Source: an optimization exercise on an open RTL-to-GDS flow (aim: small area, a short achievable clock period and few clock cycles per item). Production flows keep margins and buffers that such runs may drop. At most, simulation tests tie the RTL to the original design; equivalence was not proved.

== south ==
// aes_inv_cipher_iter
module aes_inv_cipher_iter #(
  parameter int NR    = 10,
  parameter int IDX_W = 4
) (
  input  logic             clk,
  input  logic             rst_n,
  input  logic             in_valid,
  output logic             in_ready,
  input  logic [127:0]     in_data,
  output logic [IDX_W-1:0] rk_idx,
  input  logic [127:0]     rk_data,
  output logic             out_valid,
  input  logic             out_ready,
  output logic [127:0]     out_data,
  output logic             busy
);
Size: ~5400 cells after synthesis, about 47000 um^2 of cells after synthesis.
==> flow/config.mk <==
export PLATFORM = sky130hd
export DESIGN_NAME = aes_inv_cipher_iter
export DESIGN_NICKNAME = aes_inv_cipher_iter
export VERILOG_FILES = /design/flow/design.v
export SDC_FILE = /design/flow/constraint.sdc
export NUM_CORES = 4
export LEC_CHECK = 0
export CAP_MARGIN = 20
export CORE_MARGIN = 2
export CORE_UTILIZATION = 30
export PLACE_DENSITY = 0.42
export SETUP_SLACK_MARGIN = 2.5
export SLEW_MARGIN = 20
==> flow/constraint.sdc <==
create_clock -name core_clock -period 6.0 [get_ports {clk}]
set_input_delay 1.2000 -clock core_clock [delete_from_list [all_inputs] [get_ports {clk}]]
set_output_delay 1.2000 -clock core_clock [all_outputs]
set_load 0.01 [all_outputs]
standard.sh (not shown) runs the stock make flow with config.mk's settings and CLKGATE_MAP_FILE= SYNTH_SCRIPT=/design/flow/synth_recipe.tcl, a recipe that flattens the netlist after the stock synthesis.
==> flow/flow/run.sh <==
#!/bin/bash
# Layout flow: the standard flow (standard.sh), with two changes.
#  1. After the standard synthesis, the combinational logic is mapped again by Yosys/ABC with
#     ABC's default area-oriented script; every register instance of the standard synthesis is
#     kept as it is (same name, same cell). See resynth.ys.
#  2. The port buffers are buf_1 cells (buffer_ports otherwise picks clkdlybuf4s50_1).
# Each tool's output goes to a log file in this folder.
set -euo pipefail
export BUFFER_PORTS_ARGS="-buffer_cell sky130_fd_sc_hd__buf_1"
R=orfs/results/sky130hd/aes_inv_cipher_iter/base

bash standard.sh synth > standard_synth.log 2>&1

cp $R/1_2_yosys.v $R/1_2_yosys_standard.v
LIB=$FLOW_HOME/platforms/sky130hd/lib/sky130_fd_sc_hd__tt_025C_1v80.lib
DONT_USE=$(sed -n '/^export DONT_USE_CELLS += /,/^$/p' $FLOW_HOME/platforms/sky130hd/config.mk \
  | grep -o 'sky130_fd_sc_hd__[A-Za-z0-9_]*' | sed 's/^/-dont_use /' | tr '\n' ' ')
SEQ=$(grep -o 'sky130_fd_sc_hd__[A-Za-z0-9_]*' $R/1_2_yosys_standard.v | sort -u | grep -E '__(e?dfx|e?dfr|e?dfs|e?dfb|sdf|dl|sedf)' | tr '\n' ' ')
sed -e "s#@ABC@#$PWD/flow/resynth.abc#g" -e "s#@SEQ@#$SEQ#g" -e "s#@LIB@#$LIB#g" -e "s#@NETLIST@#$R/1_2_yosys_standard.v#g" -e "s#@OUT@#$R/1_2_yosys.v#g" \
    -e "s#@DONT_USE@#$DONT_USE#g" flow/resynth.ys > resynth_run.ys
yosys -l resynth.log -q resynth_run.ys > resynth_stdout.log 2>&1
rm -f $R/1_synth.odb $R/1_synth.sdc

bash standard.sh > standard.log 2>&1
==> flow/flow/resynth.abc <==
strash; &get -n; &st; &syn2; &dch -f; &nf; &put
==> flow/flow/resynth.ys <==
# Map the combinational logic of the standard synthesis again; keep the registers as they are.
read_liberty -ignore_miss_func @LIB@
read_verilog @NETLIST@
hierarchy -top aes_inv_cipher_iter
# the register cells stay instances of their library cells; everything else is flattened
setattr -mod -set keep_hierarchy 1 @SEQ@
flatten
rename -hide w:*.*
hierarchy -top aes_inv_cipher_iter
opt -purge
abc -liberty @LIB@ @DONT_USE@ -script @ABC@
opt_clean -purge
hilomap -singleton -hicell sky130_fd_sc_hd__conb_1 HI -locell sky130_fd_sc_hd__conb_1 LO
blackbox @SEQ@
stat -liberty @LIB@
write_verilog -noattr -noexpr -nohex -nodec @OUT@
south: no failed stages, no open violations at the end
Input changes introduced in west (baseline for comparison: south):
--- a/flow/flow/run.sh
+++ b/flow/flow/run.sh
@@ -18,3 +18,3 @@
 SEQ=$(grep -o 'sky130_fd_sc_hd__[A-Za-z0-9_]*' $R/1_2_yosys_standard.v | sort -u | grep -E '__(e?dfx|e?dfr|e?dfs|e?dfb|sdf|dl|sedf)' | tr '\n' ' ')
-sed -e "s#@ABC@#$PWD/flow/resynth.abc#g" -e "s#@SEQ@#$SEQ#g" -e "s#@LIB@#$LIB#g" -e "s#@NETLIST@#$R/1_2_yosys_standard.v#g" -e "s#@OUT@#$R/1_2_yosys.v#g" \
+sed -e "s#@SEQ@#$SEQ#g" -e "s#@LIB@#$LIB#g" -e "s#@NETLIST@#$R/1_2_yosys_standard.v#g" -e "s#@OUT@#$R/1_2_yosys.v#g" \
     -e "s#@DONT_USE@#$DONT_USE#g" flow/resynth.ys > resynth_run.ys
--- a/flow/flow/resynth.ys
+++ b/flow/flow/resynth.ys
@@ -10,3 +10,3 @@
 opt -purge
-abc -liberty @LIB@ @DONT_USE@ -script @ABC@
+abc -liberty @LIB@ @DONT_USE@
 opt_clean -purge
removed: flow/flow/resynth.abc
Findings:
- Cmp west vs south: first-pass GRT wire length lower in west
- Required arrival time at the worst endpoint: west vs south, no meaningful difference
- Comparing west against south, there is no change at all in final hold violation count.
- Clock buffer count in the final layout for west: 6.2% down relative to south
- Compare south and west | area after detailed placement lower: west
- The final reports for west and south show synthesized cell count lower in the former.
- Delta (west minus south): cell area shows a reduction of about 1.8%, length of routed met3 wiring shows a reduction of 13%, routed wire length shows a reduction of about 6.5%, count of final setup violators shows no meaningful change, final core utilization shows a reduction of 0.19 points.
No functional check of the RTL was part of any run of this note.

aes_inv_cipher_iter, a different RTL version from the one above (not shown whole).
Size: roughly 4300 cells after synthesis, ~400 I/O pins, roughly 40000 sq um of cells after synthesis.
clock: 6.0 ns
lec_check: 0
cap_margin: 20
core_margin: 2
core_utilization: 30
place_density: 0.42
setup_slack_margin: 2.5
slew_margin: 20
==> flow/flow/run.sh <==
#!/bin/bash
# Layout flow: the standard flow (standard.sh), with two changes.
#  1. After the standard synthesis, the combinational logic is mapped again by Yosys/ABC with
#     ABC's default area-oriented script; every register instance of the standard synthesis is
#     kept as it is (same name, same cell). See resynth.ys.
#  2. The port buffers are buf_1 cells (buffer_ports otherwise picks clkdlybuf4s50_1).
# Each tool's output goes to a log file in this folder.
set -euo pipefail
export BUFFER_PORTS_ARGS="-buffer_cell sky130_fd_sc_hd__buf_1"
R=orfs/results/sky130hd/aes_inv_cipher_iter/base

bash standard.sh synth > standard_synth.log 2>&1

cp $R/1_2_yosys.v $R/1_2_yosys_standard.v
LIB=$FLOW_HOME/platforms/sky130hd/lib/sky130_fd_sc_hd__tt_025C_1v80.lib
DONT_USE=$(sed -n '/^export DONT_USE_CELLS += /,/^$/p' $FLOW_HOME/platforms/sky130hd/config.mk \
  | grep -o 'sky130_fd_sc_hd__[A-Za-z0-9_]*' | sed 's/^/-dont_use /' | tr '\n' ' ')
SEQ=$(grep -o 'sky130_fd_sc_hd__[A-Za-z0-9_]*' $R/1_2_yosys_standard.v | sort -u | grep -E '__(e?dfx|e?dfr|e?dfs|e?dfb|sdf|dl|sedf)' | tr '\n' ' ')
sed -e "s#@SEQ@#$SEQ#g" -e "s#@LIB@#$LIB#g" -e "s#@NETLIST@#$R/1_2_yosys_standard.v#g" -e "s#@OUT@#$R/1_2_yosys.v#g" \
    -e "s#@DONT_USE@#$DONT_USE#g" flow/resynth.ys > resynth_run.ys
yosys -l resynth.log -q resynth_run.ys > resynth_stdout.log 2>&1
rm -f $R/1_synth.odb $R/1_synth.sdc

bash standard.sh > standard.log 2>&1
==> flow/flow/resynth.ys <==
# Map the combinational logic of the standard synthesis again; keep the registers as they are.
read_liberty -ignore_miss_func @LIB@
read_verilog @NETLIST@
hierarchy -top aes_inv_cipher_iter
# the register cells stay instances of their library cells; everything else is flattened
setattr -mod -set keep_hierarchy 1 @SEQ@
flatten
rename -hide w:*.*
hierarchy -top aes_inv_cipher_iter
opt -purge
abc -liberty @LIB@ @DONT_USE@
opt_clean -purge
hilomap -singleton -hicell sky130_fd_sc_hd__conb_1 HI -locell sky130_fd_sc_hd__conb_1 LO
blackbox @SEQ@
stat -liberty @LIB@
write_verilog -noattr -noexpr -nohex -nodec @OUT@
Testbench counts at the start, summed over its fixed seeds: cycles 2,128, blocks 192.
==> next run, changes <==
Settings changed: SETUP_SLACK_MARGIN 2.5 to 3.0.
What happened: Utilization grows by 4.1 points; critical path depth shrinks by 6; worst setup slack improved by 0.34 ns; wire length grows by a few percent; global-route usage grows by 0.54 points; first-iteration DRC count shrinks by roughly a tenth.
==> next run, changes <==
--- a/flow/flow/run.sh
+++ b/flow/flow/run.sh
@@ -2,6 +2,6 @@
 # Layout flow: the standard flow (standard.sh), with two changes.
 #  1. After the standard synthesis, the combinational logic is mapped again by Yosys/ABC with
-#     ABC's default area-oriented script; every register instance of the standard synthesis is
-#     kept as it is (same name, same cell). See resynth.ys.
+#     the area-oriented ABC script in resynth.abc; every register instance of the standard
+#     synthesis is kept as it is (same name, same cell). See resynth.ys.
 #  2. The port buffers are buf_1 cells (buffer_ports otherwise picks clkdlybuf4s50_1).
 # Each tool's output goes to a log file in this folder.
@@ -17,5 +17,5 @@
   | grep -o 'sky130_fd_sc_hd__[A-Za-z0-9_]*' | sed 's/^/-dont_use /' | tr '\n' ' ')
 SEQ=$(grep -o 'sky130_fd_sc_hd__[A-Za-z0-9_]*' $R/1_2_yosys_standard.v | sort -u | grep -E '__(e?dfx|e?dfr|e?dfs|e?dfb|sdf|dl|sedf)' | tr '\n' ' ')
-sed -e "s#@SEQ@#$SEQ#g" -e "s#@LIB@#$LIB#g" -e "s#@NETLIST@#$R/1_2_yosys_standard.v#g" -e "s#@OUT@#$R/1_2_yosys.v#g" \
+sed -e "s#@ABC@#$PWD/flow/resynth.abc#g" -e "s#@SEQ@#$SEQ#g" -e "s#@LIB@#$LIB#g" -e "s#@NETLIST@#$R/1_2_yosys_standard.v#g" -e "s#@OUT@#$R/1_2_yosys.v#g" \
     -e "s#@DONT_USE@#$DONT_USE#g" flow/resynth.ys > resynth_run.ys
 yosys -l resynth.log -q resynth_run.ys > resynth_stdout.log 2>&1
==> flow/flow/resynth.abc (new file) <==
strash; &get -n; &st; &dch; &syn2; &dch -f; &nf; &put; strash; &get -n; &dch -f; &nf; &put
--- a/flow/flow/resynth.ys
+++ b/flow/flow/resynth.ys
@@ -9,5 +9,5 @@
 hierarchy -top aes_inv_cipher_iter
 opt -purge
-abc -liberty @LIB@ @DONT_USE@
+abc -liberty @LIB@ @DONT_USE@ -script @ABC@
 opt_clean -purge
 hilomap -singleton -hicell sky130_fd_sc_hd__conb_1 HI -locell sky130_fd_sc_hd__conb_1 LO
Settings changed: SETUP_SLACK_MARGIN 3.0 to 2.5.
After rerunning:
- The changed run completed with no timing, DRC or antenna violations
- first-iteration DRC count drops by about 9%
- setup slack is worse by 0.42 ns
- global-route usage went down by 0.63 points
- clock skew came out higher by 0.0042 ns
- critical path depth grows by 5
- non-clock buffer count decreases by 318
- wire length falls by 1.6%
- cell count goes down by about 3.3%
- cell area is lower by about 8%
==> next run, changes <==
--- a/flow/flow/run.sh
+++ b/flow/flow/run.sh
@@ -2,6 +2,6 @@
 # Layout flow: the standard flow (standard.sh), with two changes.
 #  1. After the standard synthesis, the combinational logic is mapped again by Yosys/ABC with
-#     the area-oriented ABC script in resynth.abc; every register instance of the standard
-#     synthesis is kept as it is (same name, same cell). See resynth.ys.
+#     ABC's default area-oriented script; every register instance of the standard synthesis is
+#     kept as it is (same name, same cell). See resynth.ys.
 #  2. The port buffers are buf_1 cells (buffer_ports otherwise picks clkdlybuf4s50_1).
 # Each tool's output goes to a log file in this folder.
@@ -17,5 +17,5 @@
   | grep -o 'sky130_fd_sc_hd__[A-Za-z0-9_]*' | sed 's/^/-dont_use /' | tr '\n' ' ')
 SEQ=$(grep -o 'sky130_fd_sc_hd__[A-Za-z0-9_]*' $R/1_2_yosys_standard.v | sort -u | grep -E '__(e?dfx|e?dfr|e?dfs|e?dfb|sdf|dl|sedf)' | tr '\n' ' ')
-sed -e "s#@ABC@#$PWD/flow/resynth.abc#g" -e "s#@SEQ@#$SEQ#g" -e "s#@LIB@#$LIB#g" -e "s#@NETLIST@#$R/1_2_yosys_standard.v#g" -e "s#@OUT@#$R/1_2_yosys.v#g" \
+sed -e "s#@SEQ@#$SEQ#g" -e "s#@LIB@#$LIB#g" -e "s#@NETLIST@#$R/1_2_yosys_standard.v#g" -e "s#@OUT@#$R/1_2_yosys.v#g" \
     -e "s#@DONT_USE@#$DONT_USE#g" flow/resynth.ys > resynth_run.ys
 yosys -l resynth.log -q resynth_run.ys > resynth_stdout.log 2>&1
--- a/flow/flow/resynth.ys
+++ b/flow/flow/resynth.ys
@@ -9,5 +9,5 @@
 hierarchy -top aes_inv_cipher_iter
 opt -purge
-abc -liberty @LIB@ @DONT_USE@ -script @ABC@
+abc -liberty @LIB@ @DONT_USE@
 opt_clean -purge
 hilomap -singleton -hicell sky130_fd_sc_hd__conb_1 HI -locell sky130_fd_sc_hd__conb_1 LO
Settings changed: PLACE_DENSITY 0.42 to 0.6, SETUP_SLACK_MARGIN 2.5 to 2.8.
removed: flow/flow/resynth.abc
What happened: Cell area went up slightly; count of clock-buffer cells in the layout went down by 5; global-route usage went down by 0.73 points; utilization went up by 1.4 points.

static timing again, ports no longer ideal:
No port has a modelled driver above. Below, the same layouts with a new extraction and two added sets of constraints. Step 1, drivers: a clkbuf_16 drives clk and a buf_2 each remaining input, both assumed. Step 2 times the ports against the registers' clock, not the clock port: input delays grow and output delays shrink by t, the midpoint of the rising clock arrivals with the driver on. Three values: no drivers, after step 1, after step 2; two values: the first two.
run	shift t [ns]	setup WS [ns]	worst hold slack (ns)
south	0.722	2.600 / 2.600 / 2.458	0.505 / 0.476 / 0.505
west	0.719	2.649 / 2.649 / 2.067	0.494 / 0.479 / 0.494
the first run of note 2	0.738	2.697 / 2.697 / 2.035	0.502 / 0.498 / 0.502
the second run of note 2	0.683	3.039 / 3.013 / 2.720	0.511 / 0.511 / 0.511
the third run of note 2	0.734	2.618 / 2.618 / 2.340	0.491 / 0.491 / 0.491
the fourth run of note 2	0.727	2.897 / 2.897 / 2.297	0.508 / 0.467 / 0.508
After both steps every run listed still meets setup and hold. The setup slack of the first run of note 2, which loses most, moves by 0.000 ns with the drivers and by -0.662 ns with both steps.
